This is an optimization exercise on Yosys and OpenROAD, whose aim is small area, a short achievable clock period and few clock cycles per item, not a production implementation.
In this exercise RTL edits were held to simulation tests only and were not proved equivalent to the original.
Power figures rest on the tool's default switching activity, not on a simulated workload.

===== design/flow/design.v =====
package kfade_pkg;
    localparam int ENTRIES = 32;
    localparam int IDX_W   = (ENTRIES > 1) ? $clog2(ENTRIES) : 1;
    localparam int CNT_W   = $clog2(ENTRIES + 1);
    localparam int QDEPTH  = 2;
    localparam int QPTR_W  = 1;
    localparam int QCNT_W  = 2;
    localparam int IN_TDATA_W  = 40;
    localparam int OUT_TDATA_W = 24;
    localparam int ITEM_W      = 41;    
    localparam logic ACT_SET  = 1'b0;
    localparam logic ACT_TICK = 1'b1;
    localparam logic KIND_ANSWER = 1'b0;
    localparam logic KIND_UPDATE = 1'b1;
    localparam logic [7:0]  LEVEL_OFF   = 8'h00;
    localparam logic [15:0] ELAPSED_MAX = 16'hFFFF;
    typedef struct packed {
        logic        action;
        logic [7:0]  key;
        logic [7:0]  intensity;
        logic [7:0]  decrement;
        logic [15:0] step_ticks;
    } t_item;
    typedef struct packed {
        logic       kind;
        logic       accepted;
        logic [7:0] led_key;
        logic [7:0] led_intensity;
        logic       last;
    } t_result;
    typedef struct packed {
        logic [CNT_W-1:0] used;
        logic             busy;
    } t_stat;
endpackage
module kfade_front (
    input  logic                          i_clk,
    input  logic                          i_rst_n,
    input  logic                          i_valid,
    output logic                          o_ready,
    input  logic [kfade_pkg::IN_TDATA_W-1:0] i_data,
    input  logic                          i_user,
    output logic                          o_q_valid,
    output kfade_pkg::t_item              o_q_item,
    input  logic                          i_q_pop
);
    logic [kfade_pkg::ITEM_W-1:0]  r_head;
    logic [kfade_pkg::ITEM_W-1:0]  r_skid;
    logic                          r_head_v;
    logic                          r_skid_v;
    logic [kfade_pkg::ITEM_W-1:0]  w_item;
    logic                          w_push;
    logic                          w_load;
    assign w_item    = {i_user, i_data[7:0], i_data[15:8], i_data[23:16], i_data[39:24]};
    assign o_ready   = !r_skid_v;
    assign o_q_valid = r_head_v;
    assign o_q_item  = r_head;
    assign w_push    = i_valid && o_ready;
    assign w_load    = !r_head_v || i_q_pop;
    always_ff @(posedge i_clk) begin
        if (!i_rst_n) begin
            r_head_v <= 1'b0;
            r_skid_v <= 1'b0;
        end else begin
            if (w_load) begin
                r_head_v <= r_skid_v || w_push;
                r_skid_v <= 1'b0;
            end else if (w_push) begin
                r_skid_v <= 1'b1;
            end
        end
    end
    always_ff @(posedge i_clk) begin
        if (w_load) begin
            r_head <= r_skid_v ? r_skid : w_item;
        end
        if (!w_load && w_push) begin
            r_skid <= w_item;
        end
    end
endmodule
module kfade_back (
    input  logic                 i_clk,
    input  logic                 i_rst_n,
    input  logic                 i_q_valid,
    input  kfade_pkg::t_item     i_q_item,
    output logic                 o_q_pop,
    input  logic                 i_emit_ok,      
    output logic                 o_emit,
    output kfade_pkg::t_result   o_word
);
    localparam int N = kfade_pkg::ENTRIES;
    logic [7:0]   r_key  [N];
    logic [7:0]   r_level[N];
    logic [7:0]   r_dec  [N];
    logic [15:0]  r_rel  [N];
    logic [15:0]  r_due  [N];
    logic [N-1:0] r_active;
    logic [N-1:0] r_used;
    logic [15:0]  r_tnum;           
    logic [N-1:0] r_fire;           
    logic         r_drain;          
    logic [N-1:0] r_wsel;           
    logic         r_wset;           
    logic [7:0]   r_wkey;
    logic [7:0]   r_wlvl;
    logic [7:0]   r_wdec;
    logic [15:0]  r_wrel;
    function automatic logic [N-1:0] first_one(input logic [N-1:0] v);
        logic [N-1:0] below;
        below = v;
        for (int s = 1; s < N; s = s * 2) begin
            below = below | (below << s);
        end
        first_one = v & ~(below << 1);
    endfunction
    function automatic logic [N-1:0] last_one(input logic [N-1:0] v);
        logic [N-1:0] above;
        above = v;
        for (int s = 1; s < N; s = s * 2) begin
            above = above | (above >> s);
        end
        last_one = v & ~(above >> 1);
    endfunction
    logic [7:0]   w_new_lvl;
    logic         w_new_act;
    logic [15:0]  w_new_due;
    logic         w_refire;        
    assign w_new_lvl = r_wset ? r_wlvl
                     : ((r_wlvl <= r_wdec) ? kfade_pkg::LEVEL_OFF : r_wlvl - r_wdec);
    assign w_new_act = r_wset || (r_wlvl != kfade_pkg::LEVEL_OFF);
    assign w_new_due = r_tnum + (r_wset ? 16'd0 : r_wrel);
    assign w_refire  = w_new_act && (r_wset || (r_wrel == 16'd0));
    kfade_pkg::t_item w_it;
    assign w_it = i_q_item;
    logic [N-1:0] w_used, w_act, w_match, w_inact, w_app, w_pick;
    logic [N-1:0] w_due_now, w_tfire, w_sel, w_first, w_rest;
    logic         w_any_match, w_any_inact, w_accept, w_last, w_hit, w_wkey_eq;
    logic [7:0]   m_key, m_lvl, m_dec;
    logic [15:0]  m_rel;
    logic [7:0]   o_key, o_lvl, o_dec;
    logic [15:0]  o_rel;
    logic [15:0]  w_set_rel;
    assign w_wkey_eq = (r_wkey == w_it.key);
    always_comb begin
        for (int i = 0; i < N; i++) begin
            w_used[i]    = r_used[i] || r_wsel[i];
            w_act[i]     = r_wsel[i] ? w_new_act : r_active[i];
            w_match[i]   = w_used[i] && ((r_wsel[i] && r_wset) ? w_wkey_eq
                                                               : (r_key[i] == w_it.key));
            w_inact[i]   = w_used[i] && !w_act[i];
            w_app[i]     = !w_used[i] && ((i == 0) ? 1'b1 : w_used[i-1]);
            w_due_now[i] = r_wsel[i] ? w_refire : (r_active[i] && (r_due[i] == r_tnum));
        end
    end
    assign w_any_match = |w_match;
    assign w_any_inact = |w_inact;
    assign w_pick      = w_any_match ? first_one(w_match)
                       : w_any_inact ? last_one(w_inact) : w_app;
    assign w_accept    = w_any_match || w_any_inact || !w_used[N-1];
    assign w_tfire = w_due_now;
    assign w_sel   = r_drain ? r_fire : w_tfire;
    assign w_first = first_one(w_sel);
    assign w_rest  = w_sel & ~w_first;
    assign w_last  = (w_rest == '0);
    assign w_hit   = |(w_first & r_wsel);
    always_comb begin
        m_key = '0;
        m_lvl = '0;
        m_dec = '0;
        m_rel = '0;
        for (int i = 0; i < N; i++) begin
            m_key = m_key | (r_key[i]   & {8{w_first[i]}});
            m_lvl = m_lvl | (r_level[i] & {8{w_first[i]}});
            m_dec = m_dec | (r_dec[i]   & {8{w_first[i]}});
            m_rel = m_rel | (r_rel[i]   & {16{w_first[i]}});
        end
    end
    assign o_key = w_hit ? r_wkey    : m_key;
    assign o_lvl = w_hit ? w_new_lvl : m_lvl;
    assign o_dec = w_hit ? r_wdec    : m_dec;
    assign o_rel = w_hit ? r_wrel    : m_rel;
    assign w_set_rel = (w_it.step_ticks == 16'd0) ? 16'd0 : w_it.step_ticks - 16'd1;
    logic do_item, do_set, do_tick, do_fire;
    assign do_item = !r_drain && i_q_valid && i_emit_ok;
    assign do_set  = do_item && (w_it.action == kfade_pkg::ACT_SET);
    assign do_tick = do_item && (w_it.action == kfade_pkg::ACT_TICK);
    assign do_fire = i_emit_ok && (r_drain || (do_tick && (w_tfire != '0)));
    assign o_q_pop = do_item;
    assign o_emit              = do_set || do_fire;
    assign o_word.kind         = do_set ? kfade_pkg::KIND_ANSWER : kfade_pkg::KIND_UPDATE;
    assign o_word.accepted     = do_set && w_accept;
    assign o_word.led_key      = do_set ? 8'd0 : o_key;
    assign o_word.led_intensity = do_set ? kfade_pkg::LEVEL_OFF : o_lvl;
    assign o_word.last         = do_set || w_last;
    always_ff @(posedge i_clk) begin
        if (!i_rst_n) begin
            r_tnum   <= '0;
            r_drain  <= 1'b0;
            r_wsel   <= '0;
            r_active <= '0;
            r_used   <= '0;
        end else begin
            if (do_tick) begin
                r_tnum <= r_tnum + 16'd1;
            end
            if (do_fire) begin
                r_drain <= !w_last;
            end
            if (do_set) begin
                r_wsel <= w_accept ? w_pick : '0;
            end else if (do_fire) begin
                r_wsel <= w_first;
            end else begin
                r_wsel <= '0;
            end
            for (int i = 0; i < N; i++) begin
                if (r_wsel[i]) begin
                    r_active[i] <= w_new_act;
                    r_used[i]   <= 1'b1;
                end
            end
        end
    end
    always_ff @(posedge i_clk) begin
        if (do_fire) begin
            r_fire <= w_rest;
        end
        if (do_set) begin
            r_wset <= 1'b1;
            r_wkey <= w_it.key;
            r_wlvl <= w_it.intensity;
            r_wdec <= w_it.decrement;
            r_wrel <= w_set_rel;
        end else begin
            r_wset <= 1'b0;
            r_wkey <= o_key;
            r_wlvl <= o_lvl;
            r_wdec <= o_dec;
            r_wrel <= o_rel;
        end
        for (int i = 0; i < N; i++) begin
            if (r_wsel[i]) begin
                r_level[i] <= w_new_lvl;
                r_due[i]   <= w_new_due;
                if (r_wset) begin
                    r_key[i] <= r_wkey;
                    r_dec[i] <= r_wdec;
                    r_rel[i] <= r_wrel;
                end
            end
        end
    end
endmodule
module key_led_fade_table (
    input  logic                                i_clk,
    input  logic                                i_rst_n,
    input  logic                                s_axis_tvalid,
    output logic                                s_axis_tready,
    input  logic [kfade_pkg::IN_TDATA_W-1:0]    s_axis_tdata,    
    input  logic                                s_axis_tuser,    
    output logic                                m_axis_tvalid,
    input  logic                                m_axis_tready,
    output logic [kfade_pkg::OUT_TDATA_W-1:0]   m_axis_tdata,    
    output logic                                m_axis_tuser,    
    output logic                                m_axis_tlast     
);
    logic                 w_q_valid;
    logic                 w_q_pop;
    kfade_pkg::t_item     w_q_item;
    logic                 w_emit;
    kfade_pkg::t_result   w_word;
    kfade_pkg::t_result   r_head, r_skid;
    logic                 r_head_v, r_skid_v;
    logic                 w_head_free;
    kfade_front u_front (
        .i_clk     (i_clk),
        .i_rst_n   (i_rst_n),
        .i_valid   (s_axis_tvalid),
        .o_ready   (s_axis_tready),
        .i_data    (s_axis_tdata),
        .i_user    (s_axis_tuser),
        .o_q_valid (w_q_valid),
        .o_q_item  (w_q_item),
        .i_q_pop   (w_q_pop)
    );
    kfade_back u_back (
        .i_clk     (i_clk),
        .i_rst_n   (i_rst_n),
        .i_q_valid (w_q_valid),
        .i_q_item  (w_q_item),
        .o_q_pop   (w_q_pop),
        .i_emit_ok (!r_skid_v),
        .o_emit    (w_emit),
        .o_word    (w_word)
    );
    assign w_head_free = !r_head_v || m_axis_tready;
    always_ff @(posedge i_clk) begin
        if (!i_rst_n) begin
            r_head_v <= 1'b0;
            r_skid_v <= 1'b0;
        end else begin
            if (w_head_free) begin
                r_head_v <= r_skid_v || w_emit;
                r_skid_v <= 1'b0;
            end else if (w_emit) begin
                r_skid_v <= 1'b1;
            end
        end
    end
    always_ff @(posedge i_clk) begin
        if (w_head_free) begin
            r_head <= r_skid_v ? r_skid : w_word;
        end
        if (!w_head_free && w_emit) begin
            r_skid <= w_word;
        end
    end
    assign m_axis_tvalid = r_head_v;
    assign m_axis_tdata = {7'b0, r_head.led_intensity, r_head.led_key, r_head.accepted};
    assign m_axis_tuser = r_head.kind;
    assign m_axis_tlast = r_head.last;
endmodule

===== design/flow/run.sh =====
#!/bin/bash
# synth_recipe.tcl (not shown) runs the flow's synth.tcl, then flattens the netlist and writes it again
# the make line also repeats each setting of config.mk as NAME=value (left out here)
make -C /OpenROAD-flow-scripts/flow DESIGN_CONFIG=/design/flow/config.mk WORK_HOME=/design/flow/orfs CLKGATE_MAP_FILE= SYNTH_SCRIPT=/design/flow/synth_recipe.tcl finish

===== design/flow/config.mk =====
export PLATFORM = sky130hd
export DESIGN_NAME = key_led_fade_table
export DESIGN_NICKNAME = key_led_fade_table
export VERILOG_FILES = /design/flow/design.v
export SDC_FILE = /design/flow/constraint.sdc
export NUM_CORES = 4
export LEC_CHECK = 0
export CAP_MARGIN = 20
export CORE_MARGIN = 2
export CORE_UTILIZATION = 40
export SLEW_MARGIN = 20

===== design/flow/constraint.sdc =====
create_clock -name core_clock -period 8.0 [get_ports {i_clk}]
set_input_delay 1.6000 -clock core_clock [delete_from_list [all_inputs] [get_ports {i_clk}]]
set_output_delay 1.6000 -clock core_clock [all_outputs]
set_load 0.01 [all_outputs]

==> results of run 1 <==
## stage by stage
step / hold slack [ns] / utilization (%) / worst slack, ns / power (W) / std cells
floorplan: 0.418 / - / 0.207 / 0.0129 / 6014
global placement: 0.453 / 42.8 / 1.44 / 0.0133 / 8851
detailed placement: 0.442 / 42.8 / 1.37 / 0.0134 / 8851
CTS: 0.456 / 45.8 / 1.35 / 0.0228 / 9233
global route: 0.496 / 45.8 / 0.946 / 0.0232 / 9236
finish: 0.459 / 45.8 / 1.07 / 0.0227 / 9241
## worst paths after layout
check | start | slack [ns] | end | cells after the start
min | u_front.r_head[28]$_DFFE_PN_ | 0.46 | u_back.r_wlvl[4]$_DFF_P_ | 2
min reg2reg | u_front.r_head[28]$_DFFE_PN_ | 0.46 | u_back.r_wlvl[4]$_DFF_P_ | 2
max | u_back.r_wset$_DFF_P_ | 1.07 | u_back.r_drain$_SDFFE_PN0P_ | 14
max reg2reg | u_back.r_wset$_DFF_P_ | 1.07 | u_back.r_drain$_SDFFE_PN0P_ | 14
## report_power, final
| part | internal (W) | leakage, nW | switching, W |
|---|---|---|---|
| Clock | 0.00532 | 3.18 | 0.00427 |
| Combinational | 0.000218 | 10.8 | 0.000715 |
| Sequential | 0.0122 | 19.3 | 0.0000423 |
## metal layers
| layer | global-route usage (%) | share of wire, % | vias up | wire (um) |
|---|---|---|---|---|
| li1 | - | - | 23842 | - |
| met1 | 34.5 | 40 | 28911 | 116000 |
| met2 | 40.7 | 47 | 3223 | 136000 |
| met3 | 4.26 | 9.1 | 552 | 26600 |
| met4 | 10.9 | 4.7 | 4 | 13800 |
| met5 | 0 | 0.0075 | - | 22 |
## final cells by class
type | count | area share, %
repair buffers | 351 | 2.90
diodes | 6 | 0.0151
well taps | 2854 | 3.58
clock inverters | 97 | 0.987
multi-input cells | 3476 | 24.7
inverters | 71 | 0.268
flip-flops and latches | 2101 | 61.9
clock buffers | 285 | 5.60
## kinds of logic after synthesis
family | synth area share, %
flip-flops | 70.4
AND/OR/NAND/NOR | 9.34
AO/OA/AOI/OAI | 8.95
XOR/XNOR | 8.10
buffers and inverters | 2.08
multiplexers | 0.756
adder cells (fa/ha/maj) | 0.402
other | 0.00427
## flip-flops by register name, summed over array words and instances, names as in the netlist, 31 cells and up
register	count
u_back.r_active	32
u_back.r_level	256
u_back.r_dec	256
u_back.r_due	512
u_back.r_used	32
u_back.r_fire	31
u_front.r_head	41
u_back.r_key	256
u_back.r_rel	512
u_back.r_wsel	32
u_front.r_skid	41
## placed cells by master (no fill, tap or decap), types with 115 or more instances in the layout
master / Yosys / final
nor4_1: 140 / 132
xor2_1: 408 / 405
nand3_1: 148 / 148
clkbuf_16: 0 / 208
a222oi_1: 115 / 115
nand2_1: 349 / 349
a22oi_1: 152 / 152
edfxtp_1: 1967 / 1967
nor2_1: 291 / 287
buf_4: 17 / 278
xnor2_1: 404 / 397
nand4_1: 174 / 174
## critical path, delay by kind of cell, from the launching register on
family / cells / cell delay, ns
AO/OA/AOI/OAI: 3 / 0.80
buffers and inverters: 1 / 0.33
flip-flops: 1 / 0.58
AND/OR/NAND/NOR: 10 / 5.06
==> results.sh, run 1 <==
export IMPL_status="timing/DRC/antenna clean"
export IMPL_io_pins=73
export IMPL_synth_warnings=8
export IMPL_cts_tree="yes"
export IMPL_track_usage_pct=25.5
export IMPL_clock_latency_ns=0.87
export IMPL_max_freq_mhz=144
export IMPL_worst_setup_path_end_kind="register"
export IMPL_drive_gt1_share_pct=11.6
export IMPL_synth_most_common_cell="edfxtp_1"
export IMPL_antenna_found_initial=16
export IMPL_cts_buffer_depth=3
export IMPL_drc=0
export IMPL_worstPathMaxFanout=33
export IMPL_wirelength_um=292000
export IMPL_netlist_cell_type_count=90
export IMPL_register_area_um2=61800
export IMPL_crit_type="register to register"
export IMPL_yosys_top_cells_count="1967 x edfxtp_1, 408 x xor2_1, 404 x xnor2_1, 349 x nand2_1, 291 x nor2_1"
export IMPL_hold_viol=0
export IMPL_fillCellCount=18937
export IMPL_place_gp_congestion=0.972
export IMPL_syn_area_um2=87800
export IMPL_crit_slowest_cell="nor3_1"
export IMPL_clk_pin_slew_ns=0.07
export IMPL_row_count=171
export IMPL_vias=56532
export IMPL_worstPathCellList="nor3_2 -> nand3_2 -> and2_4 -> a22o_1 -> nor3b_1 -> a21oi_4 -> buf_4 -> nor3_1 -> nor2_1 -> or4b_2 -> or4_1 -> nand4b_1 -> nand4bb_1 -> a32o_1"
export IMPL_antenna_left=0
export IMPL_relSlewSlack_pct=18.2
export IMPL_synthTopCellsByArea="edfxtp_1 67%, xor2_1 4.1%, xnor2_1 4.0%"
export IMPL_yosysTopAreaCell="edfxtp_1"
export IMPL_synthCells=6008
export IMPL_design_area_um2=99700
export IMPL_multi_input_area_um2=24700
export IMPL_p_leak_nw=33.3
export IMPL_synth_async_reset_ratio_pct=0
export IMPL_grt_start_max_net_pins=58
export IMPL_synth_top_cell_area_share_pct=67.3
export IMPL_htreeDepth=4
export IMPL_ys_seq_area_share_pct=70.4
export IMPL_wire_per_inst_um=31.6
export IMPL_fin_nets=6280
export IMPL_p_per_area_nw_per_um2=228
export IMPL_die_area_um2=223000
export IMPL_drt_iter0_markers=8572
export IMPL_maxCapViolCount=0
export IMPL_grt_pass1_wl_um=408000
export IMPL_clock_sinks=2101
export IMPL_io_buffers=65
export IMPL_cts_buffers=207
export IMPL_grt_pass1_vias=54148
export IMPL_holdBufCountCts=0
export IMPL_start_util_pct=40.3
export IMPL_synthFlopType="edfxtp_1"
export IMPL_vias_per_cell=6.12
export IMPL_cp_slowest_stage_delay_ns=0.84
export IMPL_synth_area_per_cell_um2=14.6
export IMPL_yosys_register_bits=2101
export IMPL_die_h_um=472
export IMPL_tns_ns=0
export IMPL_place_area_um2=93100
export IMPL_root_buffer="clkbuf_16"
export IMPL_worstMarginPinSlew_ns=1.22
export IMPL_core_area_um2=218000
export IMPL_fin_crit_sh_pct=86.6
export IMPL_cp_required_ns=8.75
export IMPL_min_path_type="register to register"
export IMPL_dp_hpwl_um=190000
export IMPL_min_period_ns=6.93
export IMPL_drv_slew=0
export IMPL_area_growth_pct=13.7
export IMPL_cts_resized=0
export IMPL_post_cts_buffers=0
export IMPL_synth_edf_count=1967
export IMPL_grt_overflow=0
export IMPL_dr_pass1_iters=9
export IMPL_die_w_um=472
export IMPL_worst_clock_skew_ns=0.0344
export IMPL_finalSetupViolCount=0
export IMPL_arrival_ns=7.68
export IMPL_ir_worst_vdd_mv=0.238
export IMPL_cp_start_kind="register"
export IMPL_rsz0062_at_grt="no"
Testbench counts, summed over its fixed seeds: cycles 10,758, items 4,800.
==> run 2: changes to the inputs <==
--- a/design/flow/design.v
+++ b/design/flow/design.v
@@ -97,6 +97,7 @@
     logic [15:0]  r_due  [N];
     logic [N-1:0] r_active;
     logic [N-1:0] r_used;
+    logic [N-1:0] r_eq;             
     logic [15:0]  r_tnum;           
     logic [N-1:0] r_fire;           
     logic         r_drain;          
@@ -125,16 +126,14 @@
     logic [7:0]   w_new_lvl;
     logic         w_new_act;
     logic [15:0]  w_new_due;
-    logic         w_refire;        
     assign w_new_lvl = r_wset ? r_wlvl
                      : ((r_wlvl <= r_wdec) ? kfade_pkg::LEVEL_OFF : r_wlvl - r_wdec);
     assign w_new_act = r_wset || (r_wlvl != kfade_pkg::LEVEL_OFF);
     assign w_new_due = r_tnum + (r_wset ? 16'd0 : r_wrel);
-    assign w_refire  = w_new_act && (r_wset || (r_wrel == 16'd0));
     kfade_pkg::t_item w_it;
     assign w_it = i_q_item;
-    logic [N-1:0] w_used, w_act, w_match, w_inact, w_app, w_pick;
-    logic [N-1:0] w_due_now, w_tfire, w_sel, w_first, w_rest;
+    logic [N-1:0] w_used, w_act, w_match, w_inact, w_app, w_pick, w_refire;
+    logic [N-1:0] w_due_now, w_sel, w_first, w_rest;
     logic         w_any_match, w_any_inact, w_accept, w_last, w_hit, w_wkey_eq;
     logic [7:0]   m_key, m_lvl, m_dec;
     logic [15:0]  m_rel;
@@ -150,7 +149,8 @@
                                                                : (r_key[i] == w_it.key));
             w_inact[i]   = w_used[i] && !w_act[i];
             w_app[i]     = !w_used[i] && ((i == 0) ? 1'b1 : w_used[i-1]);
-            w_due_now[i] = r_wsel[i] ? w_refire : (r_active[i] && (r_due[i] == r_tnum));
+            w_refire[i]  = (r_level[i] != kfade_pkg::LEVEL_OFF) && (r_rel[i] == 16'd0);
+            w_due_now[i] = r_wsel[i] ? (r_wset || w_refire[i]) : (r_active[i] && r_eq[i]);
         end
     end
     assign w_any_match = |w_match;
@@ -158,12 +158,19 @@
     assign w_pick      = w_any_match ? first_one(w_match)
                        : w_any_inact ? last_one(w_inact) : w_app;
     assign w_accept    = w_any_match || w_any_inact || !w_used[N-1];
-    assign w_tfire = w_due_now;
-    assign w_sel   = r_drain ? r_fire : w_tfire;
+    logic do_item, do_set, do_tick, do_fire, w_fire_en, w_any;
+    assign do_item   = !r_drain && i_q_valid && i_emit_ok;
+    assign do_set    = do_item && (w_it.action == kfade_pkg::ACT_SET);
+    assign do_tick   = do_item && (w_it.action == kfade_pkg::ACT_TICK);
+    assign w_fire_en = r_drain ? i_emit_ok : do_tick;
+    assign o_q_pop   = do_item;
+    assign w_sel   = r_fire | (r_drain ? '0 : w_due_now);
     assign w_first = first_one(w_sel);
     assign w_rest  = w_sel & ~w_first;
     assign w_last  = (w_rest == '0);
+    assign w_any   = (w_sel != '0);
     assign w_hit   = |(w_first & r_wsel);
+    assign do_fire = w_fire_en && w_any;
     always_comb begin
         m_key = '0;
         m_lvl = '0;
@@ -181,35 +188,38 @@
     assign o_dec = w_hit ? r_wdec    : m_dec;
     assign o_rel = w_hit ? r_wrel    : m_rel;
     assign w_set_rel = (w_it.step_ticks == 16'd0) ? 16'd0 : w_it.step_ticks - 16'd1;
-    logic do_item, do_set, do_tick, do_fire;
-    assign do_item = !r_drain && i_q_valid && i_emit_ok;
-    assign do_set  = do_item && (w_it.action == kfade_pkg::ACT_SET);
-    assign do_tick = do_item && (w_it.action == kfade_pkg::ACT_TICK);
-    assign do_fire = i_emit_ok && (r_drain || (do_tick && (w_tfire != '0)));
-    assign o_q_pop = do_item;
-    assign o_emit              = do_set || do_fire;
-    assign o_word.kind         = do_set ? kfade_pkg::KIND_ANSWER : kfade_pkg::KIND_UPDATE;
-    assign o_word.accepted     = do_set && w_accept;
-    assign o_word.led_key      = do_set ? 8'd0 : o_key;
+    assign o_emit               = do_set || do_fire;
+    assign o_word.kind          = !do_set;
+    assign o_word.accepted      = do_set && w_accept;
+    assign o_word.led_key       = do_set ? 8'd0 : o_key;
     assign o_word.led_intensity = do_set ? kfade_pkg::LEVEL_OFF : o_lvl;
-    assign o_word.last         = do_set || w_last;
+    assign o_word.last          = do_set || w_last;
+    logic [15:0] w_tnum_next;
+    logic        w_weq_next;
+    assign w_tnum_next = r_tnum + {15'd0, do_tick};
+    assign w_weq_next  = r_wset ? !do_tick : (r_wrel == {15'd0, do_tick});
+    always_ff @(posedge i_clk) begin
+        for (int i = 0; i < N; i++) begin
+            r_eq[i] <= r_wsel[i] ? w_weq_next : (r_due[i] == w_tnum_next);
+        end
+    end
     always_ff @(posedge i_clk) begin
         if (!i_rst_n) begin
             r_tnum   <= '0;
             r_drain  <= 1'b0;
+            r_fire   <= '0;
             r_wsel   <= '0;
             r_active <= '0;
             r_used   <= '0;
         end else begin
-            if (do_tick) begin
-                r_tnum <= r_tnum + 16'd1;
-            end
-            if (do_fire) begin
+            r_tnum <= w_tnum_next;
+            if (w_fire_en) begin
                 r_drain <= !w_last;
+                r_fire  <= w_rest;
             end
             if (do_set) begin
                 r_wsel <= w_accept ? w_pick : '0;
-            end else if (do_fire) begin
+            end else if (w_fire_en) begin
                 r_wsel <= w_first;
             end else begin
                 r_wsel <= '0;
@@ -223,9 +233,6 @@
         end
     end
     always_ff @(posedge i_clk) begin
-        if (do_fire) begin
-            r_fire <= w_rest;
-        end
         if (do_set) begin
             r_wset <= 1'b1;
             r_wkey <= w_it.key;
@@ -270,8 +277,8 @@
     kfade_pkg::t_item     w_q_item;
     logic                 w_emit;
     kfade_pkg::t_result   w_word;
-    kfade_pkg::t_result   r_head, r_skid;
-    logic                 r_head_v, r_skid_v;
+    kfade_pkg::t_result   r_oreg, r_head, r_skid;
+    logic                 r_oreg_v, r_head_v, r_skid_v;
     logic                 w_head_free;
     kfade_front u_front (
         .i_clk     (i_clk),
@@ -297,23 +304,29 @@
     assign w_head_free = !r_head_v || m_axis_tready;
     always_ff @(posedge i_clk) begin
         if (!i_rst_n) begin
+            r_oreg_v <= 1'b0;
             r_head_v <= 1'b0;
             r_skid_v <= 1'b0;
         end else begin
             if (w_head_free) begin
-                r_head_v <= r_skid_v || w_emit;
-                r_skid_v <= 1'b0;
-            end else if (w_emit) begin
-                r_skid_v <= 1'b1;
+                r_head_v <= r_skid_v || r_oreg_v;
+                r_skid_v <= r_skid_v && r_oreg_v;
+                r_oreg_v <= w_emit;
+            end else if (!r_skid_v) begin
+                r_skid_v <= r_oreg_v;
+                r_oreg_v <= w_emit;
             end
         end
     end
     always_ff @(posedge i_clk) begin
+        if (w_emit) begin
+            r_oreg <= w_word;
+        end
         if (w_head_free) begin
-            r_head <= r_skid_v ? r_skid : w_word;
+            r_head <= r_skid_v ? r_skid : r_oreg;
         end
-        if (!w_head_free && w_emit) begin
-            r_skid <= w_word;
+        if (w_head_free ? r_skid_v : !r_skid_v) begin
+            r_skid <= r_oreg;
         end
     end
     assign m_axis_tvalid = r_head_v;
--- a/design/flow/config.mk
+++ b/design/flow/config.mk
@@ -7,5 +7,6 @@
 export LEC_CHECK = 0
 export CAP_MARGIN = 20
 export CORE_MARGIN = 2
-export CORE_UTILIZATION = 40
+export CORE_UTILIZATION = 45
+export SETUP_SLACK_MARGIN = 3.5
 export SLEW_MARGIN = 20
==> results.sh, run 2 <==
export IMPL_status="complete, but fails checks"
export IMPL_so_faults="max-capacitance violations"
export IMPL_reg2reg_slack_ns=3.38
export IMPL_grt_pass1_vias=58134
export IMPL_synth_warnings=8
export IMPL_min_to="r_skid[18]$_DFFE_PP_"
export IMPL_grt_pass1_wl_um=463000
export IMPL_intPower_w=0.0185
export IMPL_pwr_share_seq_pct=52.3
export IMPL_worstPathCellList="buf_4 -> nor2_1 -> a211oi_1 -> nand4_1 -> o22ai_1 -> or4_1 -> nor3_4 -> and4bb_4 -> a21oi_1"
export IMPL_io_pins=73
export IMPL_wirelength_um=342000
export IMPL_ir_worst_vdd_mv=0.238
export IMPL_vias=62190
export IMPL_crit_slowest_cell="a21oi_1"
export IMPL_place_gp_congestion=1.04
export IMPL_die_h_um=453
export IMPL_min_path_type="register to register"
export IMPL_use_met3_pct=6.78
export IMPL_synth_most_common_cell="edfxtp_1"
export IMPL_holdBufCountCts=0
export IMPL_clk_pin_slew_ns=0.07
export IMPL_worstPathMaxFanout=35
export IMPL_synth_async_reset_ratio_pct=0
export IMPL_grt_overflow=0
export IMPL_synth_area_per_cell_um2=14.4
export IMPL_die_w_um=453
export IMPL_worst_clock_skew_ns=0.0703
export IMPL_drc=0
export IMPL_worst_setup_path_end_kind="register"
export IMPL_antenna_found_initial=24
export IMPL_ys_seq_area_share_pct=69.1
export IMPL_dr_pass1_iters=10
export IMPL_comb_power_share_pct=3.5
export IMPL_track_usage_pct=32.3
export IMPL_synth_top_cell_area_share_pct=64.7
export IMPL_final_cell_mix="1955 x edfxtp_1, 432 x xnor2_1, 354 x xor2_1, 340 x nand2_1, 295 x buf_4"
export IMPL_cp_required_ns=8.53
export IMPL_clock_latency_ns=0.90
export IMPL_yosys_top_cells_count="1955 x edfxtp_1, 443 x xnor2_1, 368 x xor2_1, 345 x nand2_1, 258 x nor2_1"
export IMPL_reg_top3="u_back.r_due: 512 flops, u_back.r_rel: 512 flops"
export IMPL_yosysTopAreaCell="edfxtp_1"
export IMPL_fin_nets=6733
export IMPL_design_area_um2=107000
export IMPL_vias_per_cell=6.54
export IMPL_grt_use_met1_pct=43.0
export IMPL_rr_worst_depth=9
export IMPL_finalSetupViolCount=0
export IMPL_netlist_cell_type_count=100
export IMPL_arrival_ns=5.15
export IMPL_crit_buf_inv=1
export IMPL_power_switching_w=0.00513
export IMPL_p_leak_nw=35.1
export IMPL_cts_buffer_depth=3
export IMPL_cp_slowest_stage_delay_ns=0.85
export IMPL_drt_iter0_markers=10304
export IMPL_fin_crit_sh_pct=57.8
export IMPL_relSlewSlack_pct=-1.58
export IMPL_cts_tree="yes"
export IMPL_total_power_w=0.0237
export IMPL_synth_edf_count=1955
export IMPL_p_per_area_nw_per_um2=222
export IMPL_synthTopCellsByArea="edfxtp_1 65%, dfxtp_1 4.4%, xnor2_1 4.3%"
export IMPL_maxCapViolCount=1
export IMPL_crit_type="register to register"
export IMPL_drv_slew=5
export IMPL_drive_gt1_share_pct=17.1
export IMPL_worstMarginPinSlew_ns=1.51
export IMPL_r2r_end="r_oreg[17]$_DFFE_PP_"
export IMPL_hold_depth=0
export IMPL_final_common_cell="edfxtp_1"
export IMPL_io_buffers=65
export IMPL_synthFlopType="edfxtp_1"
export IMPL_met2_usage_pct=48.9
export IMPL_crit_start="u_back.r_wsel[25]$_SDFF_PN0_"
export IMPL_r2r_start="u_back.r_wsel[25]$_SDFF_PN0_"
export IMPL_wire_per_inst_um=35.9
export IMPL_p_sw_share_pct=21.7
export IMPL_min_delay_start="r_oreg[18]$_DFFE_PP_"
export IMPL_cp_top_family="compound AO/OA/AOI/OAI gates"
export IMPL_root_buffer="clkbuf_16"
export IMPL_grt_start_max_net_pins=55
export IMPL_row_count=164
export IMPL_holdWs_ns=0.451
export IMPL_min_period_ns=4.62
export IMPL_cp_start_kind="register"
export IMPL_htreeDepth=4
export IMPL_dp_hpwl_um=229000
export IMPL_tns_ns=0
export IMPL_start_util_pct=45.3
export IMPL_core_area_um2=200000
export IMPL_cts_buffers=217
export IMPL_rsz0062_at_grt="yes"
export IMPL_hold_viol=0
export IMPL_grt_busiest_layer="met2"
export IMPL_area_growth_pct=17.8
export IMPL_antenna_left=0
export IMPL_place_area_um2=95800
export IMPL_clock_sinks=2153
export IMPL_cp_depth=9
export IMPL_die_area_um2=205000
export IMPL_p_clk_share_pct=44.2
export IMPL_yosys_register_bits=2153
export IMPL_synthCells=6318
export IMPL_syn_area_um2=90700
export IMPL_max_freq_mhz=216
[run 2: changes by cell type in the layout (fill, tap and decap cells not counted), moves of 38 or more]
cell and change:
nor4_1 +81, a21oi_1 +76, xor2_1 -51, dfxtp_1 +47, a22o_1 +43, nor2_1 -41, buf_12 +38
[run 2: timing repair]
action	in CTS	in global routing
resized for setup	289	145
setup buffers	89	56
pin swaps	51	43
gates cloned	5	8
setup endpoints to repair	353	280
[run 2: layer usage]
layer	up-vias	routed length, um
met1	31407	128000
met3	782	37100
met2	4343	151000
li1	25648	-
met4	10	25100
met5	-	63
[run 2: kinds of logic (layout without fill, tap and decap cells)]
family	count (synthesis)	after routing	synth area share [%]
flops	2153	2153	69.1
simple gates	1614	1622	9.67
compound gates	1198	1199	10.1
buf+inv	448	963	2.07
fa+ha+maj	29	29	0.417
other cells	1	14	0.00414
xor+xnor	811	811	7.83
mux	64	64	0.789
[run 2: area by class of cell]
class,instances,area [um^2]
fillers,16408,93200
flip-flops and latches,2153,62800
multi-input cells,3732,28400
clock buffers,280,5870
repair buffers,466,4610
well taps,2656,3320
clock inverters,128,1460
inverters,89,340
diodes,7,17.5
[run 2: how the worst max path moves through the flow]
stage,to,slack [ns]
after floorplan,u_back.r_wdec[0]$_DFFE_PP_,3.52
after global placement,u_back.r_wrel[15]$_DFFE_PP_,1.96
after detailed placement,u_back.r_wrel[6]$_DFFE_PP_,1.90
after CTS,u_back.r_wrel[8]$_DFFE_PP_,3.46
after global routing,u_back.r_drain$_SDFFE_PN0N_,3.41
final,r_oreg[17]$_DFFE_PP_,3.38
[run 2: metrics by stage]
stage	utilization, %	worst slack (ns)	std cells
after global placement	47.9	1.96	8937
after CTS	52.7	3.46	9440
after global routing	53.4	3.41	9506
after detailed placement	47.9	1.90	8938
final	53.4	3.38	9511
after floorplan	-	3.52	6324
[run 2: power groups by stage]
stage / Clock [W] / Sequential, W / Combinational [W]
2_1_floorplan: 0 / 0.0126 / 0.000336
3_3_place_gp: 0 / 0.0126 / 0.000767
3_5_place_dp: 0 / 0.0126 / 0.000775
4_1_cts: 0.0105 / 0.0124 / 0.000795
5_1_grt: 0.0110 / 0.0124 / 0.000849
6_report: 0.0105 / 0.0124 / 0.000826
Testbench counts of run 2, summed over its fixed seeds: cycles 10,762, items 4,800.
==> run 3: changes to the inputs <==
--- a/design/flow/design.v
+++ b/design/flow/design.v
@@ -45,37 +45,24 @@
     input  logic                          i_q_pop
 );
     logic [kfade_pkg::ITEM_W-1:0]  r_head;
-    logic [kfade_pkg::ITEM_W-1:0]  r_skid;
     logic                          r_head_v;
-    logic                          r_skid_v;
     logic [kfade_pkg::ITEM_W-1:0]  w_item;
     logic                          w_push;
-    logic                          w_load;
     assign w_item    = {i_user, i_data[7:0], i_data[15:8], i_data[23:16], i_data[39:24]};
-    assign o_ready   = !r_skid_v;
+    assign o_ready   = !r_head_v || i_q_pop;
     assign o_q_valid = r_head_v;
     assign o_q_item  = r_head;
     assign w_push    = i_valid && o_ready;
-    assign w_load    = !r_head_v || i_q_pop;
     always_ff @(posedge i_clk) begin
         if (!i_rst_n) begin
             r_head_v <= 1'b0;
-            r_skid_v <= 1'b0;
-        end else begin
-            if (w_load) begin
-                r_head_v <= r_skid_v || w_push;
-                r_skid_v <= 1'b0;
-            end else if (w_push) begin
-                r_skid_v <= 1'b1;
-            end
+        end else if (o_ready) begin
+            r_head_v <= i_valid;
         end
     end
     always_ff @(posedge i_clk) begin
-        if (w_load) begin
-            r_head <= r_skid_v ? r_skid : w_item;
-        end
-        if (!w_load && w_push) begin
-            r_skid <= w_item;
+        if (w_push) begin
+            r_head <= w_item;
         end
     end
 endmodule
@@ -97,14 +84,18 @@
     logic [15:0]  r_due  [N];
     logic [N-1:0] r_active;
     logic [N-1:0] r_used;
-    logic [N-1:0] r_eq;             
+    logic [N-1:0] r_dn;             
+    logic [N-1:0] r_rf;             
     logic [15:0]  r_tnum;           
     logic [N-1:0] r_fire;           
     logic         r_drain;          
     logic [N-1:0] r_wsel;           
+    logic [N-1:0] r_wss;            
+    logic [N-1:0] r_wsf;            
     logic         r_wset;           
     logic [7:0]   r_wkey;
     logic [7:0]   r_wlvl;
+    logic         r_wact;           
     logic [7:0]   r_wdec;
     logic [15:0]  r_wrel;
     function automatic logic [N-1:0] first_one(input logic [N-1:0] v);
@@ -124,33 +115,38 @@
         last_one = v & ~(above >> 1);
     endfunction
     logic [7:0]   w_new_lvl;
-    logic         w_new_act;
+    logic         w_new_act, w_new_lnz;
     logic [15:0]  w_new_due;
+    logic         w_new_rf;
     assign w_new_lvl = r_wset ? r_wlvl
                      : ((r_wlvl <= r_wdec) ? kfade_pkg::LEVEL_OFF : r_wlvl - r_wdec);
-    assign w_new_act = r_wset || (r_wlvl != kfade_pkg::LEVEL_OFF);
+    assign w_new_act = r_wact;
+    assign w_new_lnz = r_wset ? (r_wlvl != kfade_pkg::LEVEL_OFF) : (r_wlvl > r_wdec);
     assign w_new_due = r_tnum + (r_wset ? 16'd0 : r_wrel);
+    assign w_new_rf  = w_new_lnz && (r_wrel == 16'd0);
     kfade_pkg::t_item w_it;
     assign w_it = i_q_item;
-    logic [N-1:0] w_used, w_act, w_match, w_inact, w_app, w_pick, w_refire;
+    logic [N-1:0] w_used, w_act, w_match, w_inact, w_app, w_pick;
     logic [N-1:0] w_due_now, w_sel, w_first, w_rest;
     logic         w_any_match, w_any_inact, w_accept, w_last, w_hit, w_wkey_eq;
     logic [7:0]   m_key, m_lvl, m_dec;
     logic [15:0]  m_rel;
     logic [7:0]   o_key, o_lvl, o_dec;
+    logic         o_lnz;
+    logic [N-1:0] w_lnz;
     logic [15:0]  o_rel;
     logic [15:0]  w_set_rel;
     assign w_wkey_eq = (r_wkey == w_it.key);
     always_comb begin
         for (int i = 0; i < N; i++) begin
-            w_used[i]    = r_used[i] || r_wsel[i];
-            w_act[i]     = r_wsel[i] ? w_new_act : r_active[i];
-            w_match[i]   = w_used[i] && ((r_wsel[i] && r_wset) ? w_wkey_eq
+            w_used[i]    = r_used[i] || r_wss[i];
+            w_act[i]     = r_wss[i] || (r_wsf[i] ? w_new_act : r_active[i]);
+            w_match[i]   = w_used[i] && (r_wss[i] ? w_wkey_eq
                                                                : (r_key[i] == w_it.key));
             w_inact[i]   = w_used[i] && !w_act[i];
             w_app[i]     = !w_used[i] && ((i == 0) ? 1'b1 : w_used[i-1]);
-            w_refire[i]  = (r_level[i] != kfade_pkg::LEVEL_OFF) && (r_rel[i] == 16'd0);
-            w_due_now[i] = r_wsel[i] ? (r_wset || w_refire[i]) : (r_active[i] && r_eq[i]);
+            w_lnz[i]     = (r_level[i] != kfade_pkg::LEVEL_OFF);
+            w_due_now[i] = r_wss[i] || (r_wsf[i] ? r_rf[i] : r_dn[i]);
         end
     end
     assign w_any_match = |w_match;
@@ -170,6 +166,7 @@
     assign w_last  = (w_rest == '0);
     assign w_any   = (w_sel != '0);
     assign w_hit   = |(w_first & r_wsel);
+    assign r_wsel  = r_wss | r_wsf;
     assign do_fire = w_fire_en && w_any;
     always_comb begin
         m_key = '0;
@@ -185,6 +182,7 @@
     end
     assign o_key = w_hit ? r_wkey    : m_key;
     assign o_lvl = w_hit ? w_new_lvl : m_lvl;
+    assign o_lnz = w_hit ? w_new_lnz : |(w_first & w_lnz);
     assign o_dec = w_hit ? r_wdec    : m_dec;
     assign o_rel = w_hit ? r_wrel    : m_rel;
     assign w_set_rel = (w_it.step_ticks == 16'd0) ? 16'd0 : w_it.step_ticks - 16'd1;
@@ -200,7 +198,13 @@
     assign w_weq_next  = r_wset ? !do_tick : (r_wrel == {15'd0, do_tick});
     always_ff @(posedge i_clk) begin
         for (int i = 0; i < N; i++) begin
-            r_eq[i] <= r_wsel[i] ? w_weq_next : (r_due[i] == w_tnum_next);
+            if (!i_rst_n) begin
+                r_dn[i] <= 1'b0;
+            end else if (r_wsel[i]) begin
+                r_dn[i] <= w_new_act && w_weq_next;
+            end else begin
+                r_dn[i] <= r_active[i] && (r_due[i] == w_tnum_next);
+            end
         end
     end
     always_ff @(posedge i_clk) begin
@@ -208,7 +212,8 @@
             r_tnum   <= '0;
             r_drain  <= 1'b0;
             r_fire   <= '0;
-            r_wsel   <= '0;
+            r_wss    <= '0;
+            r_wsf    <= '0;
             r_active <= '0;
             r_used   <= '0;
         end else begin
@@ -217,13 +222,8 @@
                 r_drain <= !w_last;
                 r_fire  <= w_rest;
             end
-            if (do_set) begin
-                r_wsel <= w_accept ? w_pick : '0;
-            end else if (w_fire_en) begin
-                r_wsel <= w_first;
-            end else begin
-                r_wsel <= '0;
-            end
+            r_wss <= (do_set && w_accept) ? w_pick : '0;
+            r_wsf <= w_fire_en ? w_first : '0;
             for (int i = 0; i < N; i++) begin
                 if (r_wsel[i]) begin
                     r_active[i] <= w_new_act;
@@ -237,12 +237,14 @@
             r_wset <= 1'b1;
             r_wkey <= w_it.key;
             r_wlvl <= w_it.intensity;
+            r_wact <= 1'b1;
             r_wdec <= w_it.decrement;
             r_wrel <= w_set_rel;
         end else begin
             r_wset <= 1'b0;
             r_wkey <= o_key;
             r_wlvl <= o_lvl;
+            r_wact <= o_lnz;
             r_wdec <= o_dec;
             r_wrel <= o_rel;
         end
@@ -250,7 +252,8 @@
             if (r_wsel[i]) begin
                 r_level[i] <= w_new_lvl;
                 r_due[i]   <= w_new_due;
-                if (r_wset) begin
+                r_rf[i]    <= w_new_rf;
+                if (r_wss[i]) begin
                     r_key[i] <= r_wkey;
                     r_dec[i] <= r_wdec;
                     r_rel[i] <= r_wrel;
@@ -319,7 +322,7 @@
         end
     end
     always_ff @(posedge i_clk) begin
-        if (w_emit) begin
+        if (!r_skid_v) begin
             r_oreg <= w_word;
         end
         if (w_head_free) begin
==> design/flow/config.mk (replaced) <==
export PLATFORM = sky130hd
export DESIGN_NAME = key_led_fade_table
export DESIGN_NICKNAME = key_led_fade_table
export VERILOG_FILES = /design/flow/design.v
export SDC_FILE = /design/flow/constraint.sdc
export NUM_CORES = 4
export LEC_CHECK = 0
export CAP_MARGIN = 40
export CORE_MARGIN = 2
export CORE_UTILIZATION = 50
export SETUP_SLACK_MARGIN = 4.2
export SLEW_MARGIN = 30
==> results.sh, run 3 <==
export IMPL_highest_layer="met5"
export IMPL_die_area_um2=183000
export IMPL_rr_worst_depth=11
export IMPL_wire_per_inst_um=34.7
export IMPL_worst_setup_path_end_kind="register"
export IMPL_io_buffers=65
export IMPL_dr_pass1_iters=10
export IMPL_crit_slowest_cell="or4_4"
export IMPL_min_to="r_skid[16]$_DFFE_PP_"
export IMPL_die_w_um=428
export IMPL_p_per_area_nw_per_um2=224
export IMPL_r2r_end="u_back.r_wrel[9]$_DFFE_PP_"
export IMPL_tns_ns=0
export IMPL_hold_depth=0
export IMPL_synth_edf_count=1946
export IMPL_clk_pin_slew_ns=0.06
export IMPL_antenna_found_initial=10
export IMPL_crit_top_cell="or4_4"
export IMPL_synth_top_family_by_area="compound AO/OA/AOI/OAI gates"
export IMPL_grt_pass1_vias=55701
export IMPL_fin_crit_sh_pct=50.9
export IMPL_netlist_cell_type_count=97
export IMPL_die_h_um=428
export IMPL_start_util_pct=50.4
export IMPL_final_common_cell="edfxtp_1"
export IMPL_synthTopCellsByArea="edfxtp_1 65%, xor2_1 5.4%, dfxtp_1 5.1%"
export IMPL_hold_viol=0
export IMPL_cp_start_kind="register"
export IMPL_vias_per_cell=6.52
export IMPL_yosysTopAreaCell="edfxtp_1"
export IMPL_synthSimpleGateAreaFrac_pct=9.11
export IMPL_design_area_um2=109000
export IMPL_min_path_type="register to register"
export IMPL_reg_top3="u_back.r_due: 512 flops, u_back.r_rel: 512 flops"
export IMPL_root_buffer="clkbuf_16"
export IMPL_grt_overflow=0
export IMPL_arrival_ns=4.68
export IMPL_cts_tree="yes"
export IMPL_drv_slew=0
export IMPL_dr_wl_met3_um=39400
export IMPL_synth_most_common_cell="edfxtp_1"
export IMPL_maxCapViolCount=0
export IMPL_muxShareOfSynthArea_pct=0.949
export IMPL_area_growth_pct=20.7
export IMPL_drc=0
export IMPL_place_area_um2=94600
export IMPL_synth_compound_area_share_pct=9.29
export IMPL_dp_slack_ns=2.77
export IMPL_cts_buffers=222
export IMPL_clock_latency_ns=0.88
export IMPL_synthFlopType="edfxtp_1"
export IMPL_vias=60266
export IMPL_relSlewSlack_pct=32.7
export IMPL_met2WireLength_um=138000
export IMPL_holdBufCountCts=0
export IMPL_yosys_top_cells_count="1946 x edfxtp_1, 555 x xor2_1, 349 x nand2_1, 260 x xnor2_1, 236 x nor2_1"
export IMPL_worstPathCellList="or4_4 -> or4_4 -> or3_4 -> xnor2_4 -> buf_6 -> a222oi_1 -> nand3_1 -> a221oi_4 -> nand4_1 -> a2111oi_4 -> a21oi_1"
export IMPL_synth_async_reset_ratio_pct=0
export IMPL_ys_seq_area_share_pct=70.1
export IMPL_min_period_ns=4.07
export IMPL_status="timing/DRC/antenna clean"
export IMPL_crit_buf_inv=1
export IMPL_antenna_left=0
export IMPL_clock_sinks=2176
export IMPL_rsz0062_at_grt="yes"
export IMPL_cp_slowest_stage_delay_ns=0.56
export IMPL_synth_warnings=8
export IMPL_htreeDepth=4
export IMPL_dp_hpwl_um=201000
export IMPL_r2r_start="u_front.r_head[4]$_DFFE_PP_"
export IMPL_final_cell_mix="1946 x edfxtp_1, 539 x xor2_1, 343 x nand2_1, 342 x buf_4, 246 x xnor2_1"
export IMPL_crit_type="register to register"
export IMPL_drive_gt1_share_pct=19.7
export IMPL_ir_worst_vdd_mv=0.186
export IMPL_track_usage_pct=33.4
export IMPL_synth_area_per_cell_um2=14.5
export IMPL_finalSetupViolCount=0
export IMPL_worstPathMaxFanout=4
export IMPL_place_gp_congestion=0.951
export IMPL_synthAdderAreaFrac_pct=0.431
export IMPL_min_delay_start="r_oreg[16]$_SDFFCE_PP0N_"
export IMPL_max_freq_mhz=246
export IMPL_synth_top_cell_area_share_pct=65.0
export IMPL_row_count=155
export IMPL_synthCells=6195
export IMPL_cp_required_ns=8.61
export IMPL_p_leak_nw=36.3
export IMPL_cts_buffer_depth=3
export IMPL_core_area_um2=179000
export IMPL_io_pins=73
export IMPL_worstMarginPinSlew_ns=1.01
export IMPL_syn_area_um2=89900
export IMPL_setup_slack_ns=3.93
export IMPL_synth_xor_area_share_pct=7.94
export IMPL_cp_top_family="simple AND/OR/NAND/NOR gates"
export IMPL_utilization_pct=60.8
export IMPL_fin_nets=6762
export IMPL_grt_start_max_net_pins=71
export IMPL_worst_clock_skew_ns=0.0451
export IMPL_reg2reg_slack_ns=3.93
export IMPL_grt_pass1_wl_um=434000
export IMPL_yosys_register_bits=2176
export IMPL_wirelength_um=321000
export IMPL_drt_met1_wl_um=131000
export IMPL_drt_iter0_markers=8998
==> run 3: worst register-to-register path, cell delays in order, from the launching register on <==
cell and delay, ns:
edfxtp_1 0.41, or4_4 0.56, or4_4 0.51, or3_4 0.38
xnor2_4 0.16, buf_6 0.17, a222oi_1 0.28, nand3_1 0.20
a221oi_4 0.32, nand4_1 0.36, a2111oi_4 0.37, a21oi_1 0.11
==> run 3: cell families after synthesis <==
family | after synthesis
other | 1
buffers and inverters | 460
adders and majority gates | 30
AOI/OAI and AO/OA | 1083
muxes | 82
xor gates and xnor gates | 815
and+or+nand+nor | 1548
DFF | 2176
==> run 3: metal layers <==
metal | track usage [%] | vias up
li1 | - | 25104
met1 | 48.8 | 30822
met2 | 48.4 | 3793
met3 | 8.60 | 545
met4 | 11.7 | 2
met5 | 0 | -
==> run 3: per-stage QoR <==
step                      total power, W  hold WS, ns  cells
after floorplan                   0.0135        0.418   6201
after CTS                         0.0243        0.456   9043
after global routing              0.0249        0.476   9236
final                             0.0243        0.459   9240
after global placement            0.0142        0.440   8465
after detailed placement          0.0142        0.441   8493
==> run 3: worst max-delay path by stage <==
stage	from	endpoint	slack, ns	cells past startpoint
CTS	u_front.r_head[4]$_DFFE_PP_	u_back.r_wrel[9]$_DFFE_PP_	4.05	11
global route	u_front.r_head[4]$_DFFE_PP_	u_back.r_wrel[9]$_DFFE_PP_	3.82	11
finish	u_front.r_head[4]$_DFFE_PP_	u_back.r_wrel[9]$_DFFE_PP_	3.93	11
global placement	u_back.r_wss[6]$_SDFF_PN0_	r_oreg[5]$_SDFFCE_PP0N_	2.61	12
detailed placement	u_back.r_wrel[0]$_DFFE_PP_	u_back.r_due[3][14]$_DFFE_PN_	2.77	16
floorplan	u_back.r_wdec[0]$_DFFE_PP_	u_back.r_level[0][2]$_DFFE_PN_	3.94	11
==> run 3: where the power goes <==
part	leakage (nW)	internal (W)	switching, W
clock network	3.41	0.00567	0.00443
logic	13.0	0.000429	0.00107
registers	19.9	0.0127	0.0000675
total	36.3	0.0188	0.00556
==> run 3: repair_timing <==
item | in CTS | in global routing
buffers inserted | 112 | 167
endpoints found under the hold margin | 0 | 0
endpoints found under the setup margin | 590 | 300
pin swaps | 62 | 157
resized for setup | 407 | 335
gates cloned | 21 | 20
==> run 3: final cells by class <==
type                       count  area, um^2
sequential                  2176       63100
multi-input combinational   3567       27900
clock buffer                 292        5940
antenna                        4        10.0
inverter                      92         353
timing repair buffer         629        7200
tap                         2355        2950
clock inverter               125        1070
fill                       13501       70100
Testbench counts of run 3, summed over its fixed seeds: cycles 10,762, items 4,800.
==> run 4: changes to the inputs <==
--- a/design/flow/design.v
+++ b/design/flow/design.v
@@ -92,12 +92,14 @@
     logic [N-1:0] r_wsel;           
     logic [N-1:0] r_wss;            
     logic [N-1:0] r_wsf;            
+    logic [N-1:0] r_wsfl;           
     logic         r_wset;           
     logic [7:0]   r_wkey;
     logic [7:0]   r_wlvl;
     logic         r_wact;           
     logic [7:0]   r_wdec;
-    logic [15:0]  r_wrel;
+    logic [15:0]  r_wrel;           
+    logic [15:0]  w_wrel;           
     function automatic logic [N-1:0] first_one(input logic [N-1:0] v);
         logic [N-1:0] below;
         below = v;
@@ -123,7 +125,8 @@
     assign w_new_act = r_wact;
     assign w_new_lnz = r_wset ? (r_wlvl != kfade_pkg::LEVEL_OFF) : (r_wlvl > r_wdec);
     assign w_new_due = r_tnum + (r_wset ? 16'd0 : r_wrel);
-    assign w_new_rf  = w_new_lnz && (r_wrel == 16'd0);
+    assign w_wrel    = r_wset ? ((r_wrel == 16'd0) ? 16'd0 : r_wrel - 16'd1) : r_wrel;
+    assign w_new_rf  = w_new_lnz && (r_wrel[15:1] == 15'd0) && (r_wset || !r_wrel[0]);
     kfade_pkg::t_item w_it;
     assign w_it = i_q_item;
     logic [N-1:0] w_used, w_act, w_match, w_inact, w_app, w_pick;
@@ -135,7 +138,6 @@
     logic         o_lnz;
     logic [N-1:0] w_lnz;
     logic [15:0]  o_rel;
-    logic [15:0]  w_set_rel;
     assign w_wkey_eq = (r_wkey == w_it.key);
     always_comb begin
         for (int i = 0; i < N; i++) begin
@@ -146,7 +148,7 @@
             w_inact[i]   = w_used[i] && !w_act[i];
             w_app[i]     = !w_used[i] && ((i == 0) ? 1'b1 : w_used[i-1]);
             w_lnz[i]     = (r_level[i] != kfade_pkg::LEVEL_OFF);
-            w_due_now[i] = r_wss[i] || (r_wsf[i] ? r_rf[i] : r_dn[i]);
+            w_due_now[i] = r_wss[i] || (r_wsfl[i] && r_rf[i]) || (!r_wsf[i] && r_dn[i]);
         end
     end
     assign w_any_match = |w_match;
@@ -160,7 +162,7 @@
     assign do_tick   = do_item && (w_it.action == kfade_pkg::ACT_TICK);
     assign w_fire_en = r_drain ? i_emit_ok : do_tick;
     assign o_q_pop   = do_item;
-    assign w_sel   = r_fire | (r_drain ? '0 : w_due_now);
+    assign w_sel   = r_fire | w_due_now;
     assign w_first = first_one(w_sel);
     assign w_rest  = w_sel & ~w_first;
     assign w_last  = (w_rest == '0);
@@ -184,8 +186,7 @@
     assign o_lvl = w_hit ? w_new_lvl : m_lvl;
     assign o_lnz = w_hit ? w_new_lnz : |(w_first & w_lnz);
     assign o_dec = w_hit ? r_wdec    : m_dec;
-    assign o_rel = w_hit ? r_wrel    : m_rel;
-    assign w_set_rel = (w_it.step_ticks == 16'd0) ? 16'd0 : w_it.step_ticks - 16'd1;
+    assign o_rel = w_hit ? w_wrel    : m_rel;
     assign o_emit               = do_set || do_fire;
     assign o_word.kind          = !do_set;
     assign o_word.accepted      = do_set && w_accept;
@@ -196,14 +197,16 @@
     logic        w_weq_next;
     assign w_tnum_next = r_tnum + {15'd0, do_tick};
     assign w_weq_next  = r_wset ? !do_tick : (r_wrel == {15'd0, do_tick});
+    logic        w_drain_next;
+    assign w_drain_next = w_fire_en ? !w_last : r_drain;
     always_ff @(posedge i_clk) begin
         for (int i = 0; i < N; i++) begin
             if (!i_rst_n) begin
                 r_dn[i] <= 1'b0;
             end else if (r_wsel[i]) begin
-                r_dn[i] <= w_new_act && w_weq_next;
+                r_dn[i] <= w_new_act && w_weq_next && !w_drain_next;
             end else begin
-                r_dn[i] <= r_active[i] && (r_due[i] == w_tnum_next);
+                r_dn[i] <= r_active[i] && (r_due[i] == w_tnum_next) && !w_drain_next;
             end
         end
     end
@@ -214,16 +217,18 @@
             r_fire   <= '0;
             r_wss    <= '0;
             r_wsf    <= '0;
+            r_wsfl   <= '0;
             r_active <= '0;
             r_used   <= '0;
         end else begin
             r_tnum <= w_tnum_next;
+            r_drain <= w_drain_next;
             if (w_fire_en) begin
-                r_drain <= !w_last;
                 r_fire  <= w_rest;
             end
             r_wss <= (do_set && w_accept) ? w_pick : '0;
-            r_wsf <= w_fire_en ? w_first : '0;
+            r_wsf  <= w_fire_en ? w_first : '0;
+            r_wsfl <= (w_fire_en && w_last) ? w_first : '0;
             for (int i = 0; i < N; i++) begin
                 if (r_wsel[i]) begin
                     r_active[i] <= w_new_act;
@@ -239,7 +244,7 @@
             r_wlvl <= w_it.intensity;
             r_wact <= 1'b1;
             r_wdec <= w_it.decrement;
-            r_wrel <= w_set_rel;
+            r_wrel <= w_it.step_ticks;
         end else begin
             r_wset <= 1'b0;
             r_wkey <= o_key;
@@ -256,7 +261,7 @@
                 if (r_wss[i]) begin
                     r_key[i] <= r_wkey;
                     r_dec[i] <= r_wdec;
-                    r_rel[i] <= r_wrel;
+                    r_rel[i] <= w_wrel;
                 end
             end
         end
--- a/design/flow/config.mk
+++ b/design/flow/config.mk
@@ -7,6 +7,6 @@
 export LEC_CHECK = 0
 export CAP_MARGIN = 40
 export CORE_MARGIN = 2
-export CORE_UTILIZATION = 50
+export CORE_UTILIZATION = 45
 export SETUP_SLACK_MARGIN = 4.2
 export SLEW_MARGIN = 30
==> results.sh, run 4 <==
export IMPL_fin_cells=9611
export IMPL_rsz0062_at_grt="yes"
export IMPL_worstMarginPinSlew_ns=0.988
export IMPL_synth_edf_count=1930
export IMPL_wire_per_inst_um=31.3
export IMPL_grt_start_max_net_pins=70
export IMPL_area_growth_pct=19.1
export IMPL_dr_pass1_iters=7
export IMPL_vias=60119
export IMPL_vias_per_cell=6.26
export IMPL_p_leak_nw=35.9
export IMPL_drt_met1_wl_um=125000
export IMPL_cts_buffer_depth=3
export IMPL_fillCellCount=16135
export IMPL_tns_ns=0
export IMPL_grt_pass1_wl_um=416000
export IMPL_met2WireLength_um=133000
export IMPL_status="timing/DRC/antenna clean"
export IMPL_row_count=164
export IMPL_antenna_left=0
export IMPL_grt_overflow=0
export IMPL_place_gp_congestion=0.972
export IMPL_fin_nets=6832
export IMPL_htreeDepth=4
export IMPL_io_pins=73
export IMPL_synth_most_common_cell="edfxtp_1"
export IMPL_worst_clock_skew_ns=0.0452
export IMPL_start_util_pct=45.4
export IMPL_yosys_top_cells_count="1930 x edfxtp_1, 475 x xor2_1, 411 x nand2_1, 331 x xnor2_1, 279 x clkbuf_1"
export IMPL_die_w_um=453
export IMPL_worst_setup_path_end_kind="register"
export IMPL_p_per_area_nw_per_um2=227
export IMPL_antenna_found_initial=8
export IMPL_crit_type="register to register"
export IMPL_track_usage_pct=28.1
export IMPL_synth_top_cell_area_share_pct=63.8
export IMPL_cts_tree="yes"
export IMPL_netlist_cell_type_count=90
export IMPL_cts_buffers=218
export IMPL_clock_sinks=2208
export IMPL_hold_viol=0
export IMPL_setup_slack_ns=4.14
export IMPL_drc=0
export IMPL_die_h_um=453
export IMPL_syn_area_um2=90800
export IMPL_yosysTopAreaCell="edfxtp_1"
export IMPL_die_area_um2=205000
export IMPL_final_cell_mix="1930 x edfxtp_1, 465 x xor2_1, 402 x nand2_1, 316 x xnor2_1, 303 x buf_4"
export IMPL_min_path_type="register to register"
export IMPL_worstPathMaxFanout=12
export IMPL_final_common_cell="edfxtp_1"
export IMPL_dp_hpwl_um=183000
export IMPL_max_freq_mhz=259
export IMPL_cp_required_ns=8.76
export IMPL_finalSetupViolCount=0
export IMPL_ys_seq_area_share_pct=70.0
export IMPL_root_buffer="clkbuf_16"
export IMPL_dr_wl_met3_um=31500
export IMPL_min_period_ns=3.86
export IMPL_relSlewSlack_pct=34.1
export IMPL_core_area_um2=200000
export IMPL_synth_area_per_cell_um2=14.3
export IMPL_clock_latency_ns=0.91
export IMPL_io_buffers=65
export IMPL_reg_top3="u_back.r_due: 512 flops, u_back.r_rel: 512 flops"
export IMPL_dp_slack_ns=2.59
export IMPL_synthTopCellsByArea="edfxtp_1 64%, dfxtp_1 6.1%, xor2_1 4.6%"
export IMPL_grt_pass1_vias=56195
export IMPL_synth_warnings=8
export IMPL_highest_layer="met5"
export IMPL_clk_pin_slew_ns=0.06
export IMPL_synthFlopType="edfxtp_1"
export IMPL_maxCapViolCount=0
export IMPL_placed_cells=8950
export IMPL_cp_start_kind="register"
export IMPL_ir_worst_vdd_mv=0.196
export IMPL_drt_iter0_markers=9274
export IMPL_synthCells=6368
export IMPL_arrival_ns=4.62
export IMPL_synth_async_reset_ratio_pct=0
export IMPL_drv_slew=0
export IMPL_fin_crit_sh_pct=48.2
export IMPL_yosys_register_bits=2208
export IMPL_wirelength_um=301000
export IMPL_drive_gt1_share_pct=17.4
## run 4: cell types whose count changed in the layout (fill, tap and decap cells not counted), sizes merged, moves of 62 or more
cell / before / now
nand2: 349 / 411
buf: 521 / 446
xnor2: 260 / 331
a221oi: 156 / 65
xor2: 555 / 475
## run 4: worst paths after layout
check             slack (ns)  cells past startpoint                 startpoint                  endpoint
setup / recovery        4.14                     15  u_back.r_dn[1]$_SDFF_PN0_  u_back.r_wrel[1]$_DFF_P_
hold reg to reg         0.45                      0       r_oreg[18]$_DFFE_PN_      r_skid[18]$_DFFE_PP_
setup reg to reg        4.14                     15  u_back.r_dn[1]$_SDFF_PN0_  u_back.r_wrel[1]$_DFF_P_
hold / removal          0.45                      0       r_oreg[18]$_DFFE_PN_      r_skid[18]$_DFFE_PP_
## run 4: cells by family after synthesis
family / Yosys count / synth area share, %
flip-flops: 2208 / 70.0
AND/OR/NAND/NOR: 1652 / 9.55
AO/OA/AOI/OAI: 1131 / 9.49
XOR/XNOR: 806 / 7.78
buffers and inverters: 486 / 2.15
multiplexers: 53 / 0.613
adder cells (fa/ha/maj): 31 / 0.438
other: 1 / 0.00413
## run 4: stage by stage
stage	hold WS [ns]	util (%)	area, um^2	total power (W)
after floorplan	0.418	-	90900	0.0136
after global placement	0.433	47.8	95700	0.0142
after detailed placement	0.438	48.0	96000	0.0142
after CTS	0.450	53.0	106000	0.0246
after global routing	0.465	54.0	108000	0.0252
final	0.449	54.0	108000	0.0246
## run 4: final cells by class
| cell class | instances | area, um^2 | share of cell area (%) |
|---|---|---|---|
| diodes | 6 | 15.0 | 0.0139 |
| inverters | 103 | 393 | 0.363 |
| repair buffers | 543 | 5920 | 5.48 |
| clock inverters | 129 | 1410 | 1.30 |
| well taps | 2656 | 3320 | 3.07 |
| clock buffers | 282 | 5870 | 5.43 |
| flip-flops and latches | 2208 | 63600 | 58.8 |
| multi-input cells | 3684 | 27600 | 25.5 |
## run 4: timing repair
| action | 4_1_cts | 5_1_grt |
|---|---|---|
| gates resized for setup | 311 | 229 |
| setup endpoints to repair | 559 | 411 |
| pin swaps | 69 | 57 |
| cloned | 17 | 17 |
| hold buffers | 0 | 0 |
| buffers inserted | 119 | 88 |
## run 4: worst max-delay path, stage by stage (launching register included)
cell	delay, ns
dfxtp_2	0.40
nor2b_4	0.21
or3_4	0.22
nor4_4	0.06
buf_6	0.15
buf_4	0.13
buf_4	0.17
a32oi_1	0.27
nand4_1	0.34
nor4_1	0.38
nand4_1	0.17
buf_6	0.20
or2_4	0.35
buf_6	0.20
nor4b_1	0.33
a21oi_1	0.12
## run 4: metal layers
layer / track usage (%) / vias up
li1: - / 25470
met2: 41.8 / 3485
met3: 5.57 / 502
met5: 0 / -
met1: 41.2 / 30658
met4: 9.69 / 4
## run 4: power by group
part	switching, W	leakage [nW]	internal, W
sequential	0.0000583	20.1	0.0128
clock	0.00453	3.55	0.00594
combinational	0.000929	12.2	0.000342
total	0.00552	35.9	0.0191
Testbench counts of run 4, summed over its fixed seeds: cycles 10,762, items 4,800.

==> afterwards: timing with drivers on the ports <==
How much do the figures lean on ideal ports? The routed layouts below were timed once more, with nothing changed but the port constraints.
Step 1 sets driving cells, clkbuf_16 on the clock port and buf_2 on the other inputs (assumed; they add their load-dependent delay and slew).
Step 2, shift: input delay + t, output delay - t, t = (earliest + latest rising clock arrival at the registers) / 2. This alone moves slack from input paths to output paths.
Slacks: ideal / step 1 / step 2; pairs: ideal / step 1.
run | t (ns) | slack for setup (ns) | clock arrival spread, ns
run 1 | 0.929 | 1.071 / 1.071 / 1.071 | 0.038 / 0.038
run 2 | 0.961 | 3.379 / 3.379 / 3.379 | 0.071 / 0.070
run 3 | 0.940 | 3.932 / 3.932 / 3.932 | 0.051 / 0.051
run 4 | 0.967 | 4.140 / 4.140 / 4.140 | 0.046 / 0.046
